This is an optimization exercise on Yosys and OpenROAD, whose aim is small area, not a production implementation.
Function was checked by simulation only, so behaviour that the tests miss may differ from the original.

Setup of onyx:
==> flow/design.v <==
package pifo_pkg;
    localparam int RANK_W   = 16;
    localparam int LEN_W    = 8;
    localparam int ENTRY_W  = RANK_W + LEN_W;   
    localparam int CAPACITY = 30;
    localparam int OCC_W    = 5;
    typedef logic [3:0]  apb_addr_t;
    typedef logic [31:0] apb_data_t;
    localparam apb_addr_t APB_ADDR_PUSH   = 4'h0;
    localparam apb_addr_t APB_ADDR_POP    = 4'h4;
    localparam apb_addr_t APB_ADDR_STATUS = 4'h8;
endpackage
module pifo_ins_bit (
    input  logic i_sel,
    input  logic i_sel_n,
    input  logic i_new,
    input  logic i_prev,
    output logic o_d
);
    assign o_d = (i_sel & i_new) | (i_sel_n & i_prev);
endmodule
module pifo_elim_a (
    input  logic i_nc0,
    input  logic i_nc1,
    input  logic i_r0,
    input  logic i_r1,
    input  logic i_any0,
    output logic o_z,
    output logic o_c0,
    output logic o_c1
);
    assign o_z  = ~((i_nc0 | i_r0) & (i_nc1 | i_r1));
    assign o_c0 = ~(i_nc0 | (i_r0 & i_any0));
    assign o_c1 = ~(i_nc1 | (i_r1 & i_any0));
endmodule
module pifo_elim_b (
    input  logic i_c0,
    input  logic i_c1,
    input  logic i_c2,
    input  logic i_rn0,
    input  logic i_rn1,
    input  logic i_rn2,
    input  logic i_nany0,
    output logic o_nz,
    output logic o_nc0,
    output logic o_nc1,
    output logic o_nc2
);
    assign o_nz  = ~((i_c0 & i_rn0) | (i_c1 & i_rn1) | (i_c2 & i_rn2));
    assign o_nc0 = ~(i_c0 & (i_rn0 | i_nany0));
    assign o_nc1 = ~(i_c1 & (i_rn1 | i_nany0));
    assign o_nc2 = ~(i_c2 & (i_rn2 | i_nany0));
endmodule
module pifo_pick_a (
    input  logic i_seen,
    input  logic i_c,
    output logic o_win_n,
    output logic o_seen_n
);
    assign o_win_n  = ~i_c | i_seen;
    assign o_seen_n = ~(i_seen | i_c);
endmodule
module pifo_pick_b (
    input  logic i_seen_n,
    input  logic i_c,
    output logic o_win_n,
    output logic o_seen
);
    assign o_win_n = ~(i_c & i_seen_n);
    assign o_seen  = ~i_seen_n | i_c;
endmodule
module pifo_read2 (
    input  logic i_win0_n,
    input  logic i_win1_n,
    input  logic i_len0_n,
    input  logic i_len1_n,
    output logic o_len
);
    assign o_len = ~((i_win0_n | i_len0_n) & (i_win1_n | i_len1_n));
endmodule
module pifo_top (
    input  logic                i_clk,
    input  logic                i_arst_n,
    input  logic                i_psel,
    input  logic                i_penable,
    input  logic                i_pwrite,
    input  pifo_pkg::apb_addr_t i_paddr,
    input  pifo_pkg::apb_data_t i_pwdata,
    output pifo_pkg::apb_data_t o_prdata,
    output logic                o_pready,
    output logic                o_pslverr
);
    localparam int N     = pifo_pkg::CAPACITY;
    localparam int EW    = pifo_pkg::ENTRY_W;
    localparam int RW    = pifo_pkg::RANK_W;
    localparam int LW    = pifo_pkg::LEN_W;
    localparam int OW    = pifo_pkg::OCC_W;
    localparam int S1    = 9;       
    localparam int S2    = 2;       
    localparam int GS    = 6;       
    localparam int NI    = N / 2;   
    localparam logic [EW-1:0] INV = EW'(24'hFFAAAA);
    logic [N*EW-1:0] ent_q;
    logic [N-1:0]    vld_q;
    logic [OW-1:0] occ_q;
    logic          rd_wait_q;
    logic          ins_done_q;
    wire setup     = i_psel & ~i_penable;
    wire access    = i_psel & i_penable;
    wire a_push    = (i_paddr == pifo_pkg::APB_ADDR_PUSH);
    wire a_pop     = (i_paddr == pifo_pkg::APB_ADDR_POP);
    wire a_stat    = (i_paddr == pifo_pkg::APB_ADDR_STATUS);
    wire full      = (occ_q == OW'(N));
    wire empty     = (occ_q == '0);
    wire rd_first  = access & ~i_pwrite & ~rd_wait_q;
    wire rd_last   = access & ~i_pwrite & rd_wait_q;
    wire push_ok   = i_pwrite & a_push & ~full;
    wire occ_inc   = access & push_ok;
    wire pop_last  = rd_last & a_pop;
    wire occ_dec   = rd_last & a_pop & ~empty;
    always_ff @(posedge i_clk or negedge i_arst_n) begin
        if (!i_arst_n) begin
            occ_q     <= '0;
            rd_wait_q <= 1'b0;
        end else begin
            rd_wait_q <= rd_first;
            if (occ_inc) begin
                occ_q <= occ_q + OW'(1);
            end else if (occ_dec) begin
                occ_q <= occ_q - OW'(1);
            end
        end
    end
    logic [NI-1:0] free_src;
    logic [NI-1:0] ins_sel;
    logic          ins_try;
    logic          ins_any;
    logic [EW-1:0] ins_data;
    always_comb begin
        for (int j = 0; j < NI; j++) begin
            free_src[j] = ~vld_q[(2*j + N - 1) % N];
        end
    end
    always_comb begin
        logic seen;
        seen = 1'b0;
        for (int j = 0; j < NI; j++) begin
            ins_sel[j] = free_src[j] & ~seen;
            seen       = seen | free_src[j];
        end
    end
    assign ins_try  = i_psel & push_ok & ~(i_penable & ins_done_q);
    assign ins_any  = ins_try & (|free_src);
    assign ins_data = i_pwdata[EW-1:0] ^ INV;
    always_ff @(posedge i_clk) begin
        ins_done_q <= setup & ins_any;
    end
    logic [N-1:0]      cand [RW+1];
    logic [RW-1:0]     any0;
    logic [N-1:0]      m1_q;
    logic [N-1:0]      m2_q;
    logic [RW-1:S1]    hi_q;
    logic [S1-1:S2]    mid_q;
    for (genvar b = RW - 1; b >= 0; b--) begin : g_bit
        localparam bit FORM_B = ((RW - 1 - b) % 2) == 0;
        logic [N-1:0]   c_in;
        if (b == S1 - 1) begin : g_s2
            assign c_in = m1_q;
        end else if (b == S2 - 1) begin : g_s3
            assign c_in = m2_q;
        end else if (b == RW - 1) begin : g_s1
            assign c_in = vld_q;
        end else begin : g_mid
            assign c_in = cand[b+1];
        end
        if (FORM_B) begin : g_b
            logic [N/3-1:0] zero_n;   
            assign any0[b] = ~(&zero_n);
            for (genvar j = 0; j < N / 3; j++) begin : g_e
                pifo_elim_b cell_i (
                    .i_c0    (c_in[3*j]),
                    .i_c1    (c_in[3*j+1]),
                    .i_c2    (c_in[3*j+2]),
                    .i_rn0   (ent_q[(3*j)*EW + b]),
                    .i_rn1   (ent_q[(3*j+1)*EW + b]),
                    .i_rn2   (ent_q[(3*j+2)*EW + b]),
                    .i_nany0 (~any0[b]),
                    .o_nz    (zero_n[j]),
                    .o_nc0   (cand[b][3*j]),
                    .o_nc1   (cand[b][3*j+1]),
                    .o_nc2   (cand[b][3*j+2])
                );
            end
        end else begin : g_a
            logic [N/2-1:0] zero;   
            assign any0[b] = |zero;
            for (genvar j = 0; j < N / 2; j++) begin : g_e
                pifo_elim_a cell_i (
                    .i_nc0  (c_in[2*j]),
                    .i_nc1  (c_in[2*j+1]),
                    .i_r0   (ent_q[(2*j)*EW + b]),
                    .i_r1   (ent_q[(2*j+1)*EW + b]),
                    .i_any0 (any0[b]),
                    .o_z    (zero[j]),
                    .o_c0   (cand[b][2*j]),
                    .o_c1   (cand[b][2*j+1])
                );
            end
        end
    end
    always_ff @(posedge i_clk) begin
        m1_q  <= {cand[S1][N-2:0], cand[S1][N-1]};   
        hi_q  <= ~any0[RW-1:S1];
        m2_q  <= {cand[S2][N-2:0], cand[S2][N-1]};
        mid_q <= ~any0[S1-1:S2];
    end
    localparam int NG = N / GS;
    logic [N-1:0]  win_n;
    logic [N:0]    seen;      
    logic [NG-1:0] grp_any;
    logic [NG-1:0] grp_seen;
    logic [LW-1:0] len_min;
    always_comb begin
        for (int g = 0; g < NG; g++) begin
            grp_any[g] = |cand[0][g*GS +: GS];
        end
        grp_seen[0] = 1'b0;
        for (int g = 1; g < NG; g++) begin
            grp_seen[g] = grp_seen[g-1] | grp_any[g-1];
        end
    end
    for (genvar i = 0; i < N; i++) begin : g_pick
        logic s_in;
        if ((i % GS) == 0) begin : g_first
            assign s_in = grp_seen[i/GS];
        end else begin : g_next
            assign s_in = seen[i];
        end
        if ((i % 2) == 0) begin : g_a
            pifo_pick_a pick_i (
                .i_seen   (s_in),
                .i_c      (cand[0][i]),
                .o_win_n  (win_n[i]),
                .o_seen_n (seen[i+1])
            );
        end else begin : g_b
            pifo_pick_b pick_i (
                .i_seen_n (s_in),
                .i_c      (cand[0][i]),
                .o_win_n  (win_n[i]),
                .o_seen   (seen[i+1])
            );
        end
    end
    for (genvar k = 0; k < LW; k++) begin : g_len
        logic [N/2-1:0] part;
        for (genvar j = 0; j < N / 2; j++) begin : g_pair
            pifo_read2 read_i (
                .i_win0_n (win_n[2*j]),
                .i_win1_n (win_n[2*j+1]),
                .i_len0_n (ent_q[(2*j)*EW + RW + k]),
                .i_len1_n (ent_q[(2*j+1)*EW + RW + k]),
                .o_len    (part[j])
            );
        end
        assign len_min[k] = |part;
    end
    logic [N*EW-1:0] ent_d;
    logic [NI-1:0]   ins_at;
    assign ins_at = ins_sel & {NI{ins_any}};
    for (genvar i = 0; i < N; i++) begin : g_pos
        localparam int P = (i + N - 1) % N;
        if ((i % 2) == 0) begin : g_ins
            wire sel   = ins_at[i/2];
            wire sel_n = ~ins_at[i/2];
            for (genvar k = 0; k < EW; k++) begin : g_k
                pifo_ins_bit bit_i (
                    .i_sel   (sel),
                    .i_sel_n (sel_n),
                    .i_new   (ins_data[k]),
                    .i_prev  (ent_q[P*EW + k]),
                    .o_d     (ent_d[i*EW + k])
                );
            end
        end else begin : g_pass
            assign ent_d[i*EW +: EW] = ent_q[P*EW +: EW];
        end
    end
    always_ff @(posedge i_clk) begin
        ent_q <= ent_d;
    end
    always_ff @(posedge i_clk or negedge i_arst_n) begin
        if (!i_arst_n) begin
            vld_q <= '0;
        end else begin
            for (int i = 0; i < N; i++) begin
                vld_q[i] <= (vld_q[(i + N - 1) % N] & ~(pop_last & ~win_n[(i + N - 1) % N]))
                          | ((i % 2) == 0 && ins_at[i/2]);
            end
        end
    end
    assign o_pready = access & (i_pwrite | rd_wait_q);
    always_comb begin
        if (i_pwrite) begin
            o_pslverr = ~a_push | full;
            o_prdata  = '1;
        end else if (a_pop) begin
            o_pslverr = empty;
            o_prdata  = empty ? '1 : {8'h00, len_min, hi_q, mid_q, ~any0[S2-1:0]};
        end else if (a_stat) begin
            o_pslverr = 1'b0;
            o_prdata  = {{(32 - OW){1'b0}}, occ_q};
        end else begin
            o_pslverr = 1'b1;
            o_prdata  = '1;
        end
    end
endmodule
clock: 10.0 ns
lec_check: 0
cap_margin: 10
core_margin: 2
core_utilization: 40
cts_buf_list: sky130_fd_sc_hd__clkbuf_16
cts_cluster_diameter: 100
cts_cluster_size: 25
gpl_timing_driven: 0
slew_margin: 10
synth_hierarchical: 1
synth_minimum_keep_size: 0
run.sh (not shown) runs the stock make flow with config.mk's settings and CLKGATE_MAP_FILE= SYNTH_SCRIPT=/design/flow/synth_recipe.tcl, a recipe that flattens the netlist after the stock synthesis.
### onyx -> harbor
diff --git a/flow/design.v b/flow/design.v
--- a/flow/design.v
+++ b/flow/design.v
@@ -36,20 +36,16 @@
 module pifo_elim_b (
     input  logic i_c0,
     input  logic i_c1,
-    input  logic i_c2,
     input  logic i_rn0,
     input  logic i_rn1,
-    input  logic i_rn2,
     input  logic i_nany0,
-    output logic o_nz,
+    output logic o_z,
     output logic o_nc0,
-    output logic o_nc1,
-    output logic o_nc2
+    output logic o_nc1
 );
-    assign o_nz  = ~((i_c0 & i_rn0) | (i_c1 & i_rn1) | (i_c2 & i_rn2));
+    assign o_z   = (i_c0 & i_rn0) | (i_c1 & i_rn1);
     assign o_nc0 = ~(i_c0 & (i_rn0 | i_nany0));
     assign o_nc1 = ~(i_c1 & (i_rn1 | i_nany0));
-    assign o_nc2 = ~(i_c2 & (i_rn2 | i_nany0));
 endmodule
 module pifo_pick_a (
     input  logic i_seen,
@@ -164,6 +160,7 @@
     for (genvar b = RW - 1; b >= 0; b--) begin : g_bit
         localparam bit FORM_B = ((RW - 1 - b) % 2) == 0;
         logic [N-1:0]   c_in;
+        logic [N/2-1:0] zero;   
         if (b == S1 - 1) begin : g_s2
             assign c_in = m1_q;
         end else if (b == S2 - 1) begin : g_s3
@@ -173,28 +170,20 @@
         end else begin : g_mid
             assign c_in = cand[b+1];
         end
-        if (FORM_B) begin : g_b
-            logic [N/3-1:0] zero_n;   
-            assign any0[b] = ~(&zero_n);
-            for (genvar j = 0; j < N / 3; j++) begin : g_e
+        assign any0[b] = |zero;
+        for (genvar j = 0; j < N / 2; j++) begin : g_e
+            if (FORM_B) begin : g_b
                 pifo_elim_b cell_i (
-                    .i_c0    (c_in[3*j]),
-                    .i_c1    (c_in[3*j+1]),
-                    .i_c2    (c_in[3*j+2]),
-                    .i_rn0   (ent_q[(3*j)*EW + b]),
-                    .i_rn1   (ent_q[(3*j+1)*EW + b]),
-                    .i_rn2   (ent_q[(3*j+2)*EW + b]),
+                    .i_c0    (c_in[2*j]),
+                    .i_c1    (c_in[2*j+1]),
+                    .i_rn0   (ent_q[(2*j)*EW + b]),
+                    .i_rn1   (ent_q[(2*j+1)*EW + b]),
                     .i_nany0 (~any0[b]),
-                    .o_nz    (zero_n[j]),
-                    .o_nc0   (cand[b][3*j]),
-                    .o_nc1   (cand[b][3*j+1]),
-                    .o_nc2   (cand[b][3*j+2])
+                    .o_z     (zero[j]),
+                    .o_nc0   (cand[b][2*j]),
+                    .o_nc1   (cand[b][2*j+1])
                 );
-            end
-        end else begin : g_a
-            logic [N/2-1:0] zero;   
-            assign any0[b] = |zero;
-            for (genvar j = 0; j < N / 2; j++) begin : g_e
+            end else begin : g_a
                 pifo_elim_a cell_i (
                     .i_nc0  (c_in[2*j]),
                     .i_nc1  (c_in[2*j+1]),
harbor: flow completed, timing, DRC and antenna clean
Compared with onyx, harbor shows a shortest clock period the worst path allows after layout that is 27 ps lower.
Going from onyx to harbor, worst path setup slack after routing went up, buffer count from post-CTS setup fixing went up, met1 track demand over resource in global routing went up, critical path depth went down, depth of the worst register-to-register path went down.
On non-clock buffer count, the lower figure sits with harbor, not onyx.
Looking only at wire length, and setting everything else aside, the lower value of harbor and onyx goes to harbor.
Comparing harbor with onyx, the core utilization came out essentially unchanged.
Looking at final cell count, harbor sits about 1.1% higher than onyx does.

-- afterwards: timing with drivers on the ports --
In the flow no input, the clock included, has a driving cell. The finished layouts below were timed again as built, in two steps.
Step 1: set_driving_cell puts a clkbuf_16 on i_clk and a buf_2 on each other input, an assumption about the parent block.
Step 2 adds t to the input delays and takes it off the output delays; t is the mean of the earliest and latest rising clock arrival at the registers after step 1. Input paths then give back, and output paths get back, about the clock's delay inside the block.
Three values: ideal, step 1, step 2; two values: the first two.
run | shift t [ns] | slack for setup (ns) | worst setup path after step 2 | clock arrival spread, ns | slew at the worst register clock pin (ns)
onyx | 0.651 | 0.521 / 0.521 / 0.521 | register to register | 0.025 / 0.025 | 0.10 / 0.10
harbor | 0.657 | 0.548 / 0.484 / 0.585 | register to register | 0.031 / 0.030 | 0.10 / 0.10
After both steps every run listed still meets setup and hold.
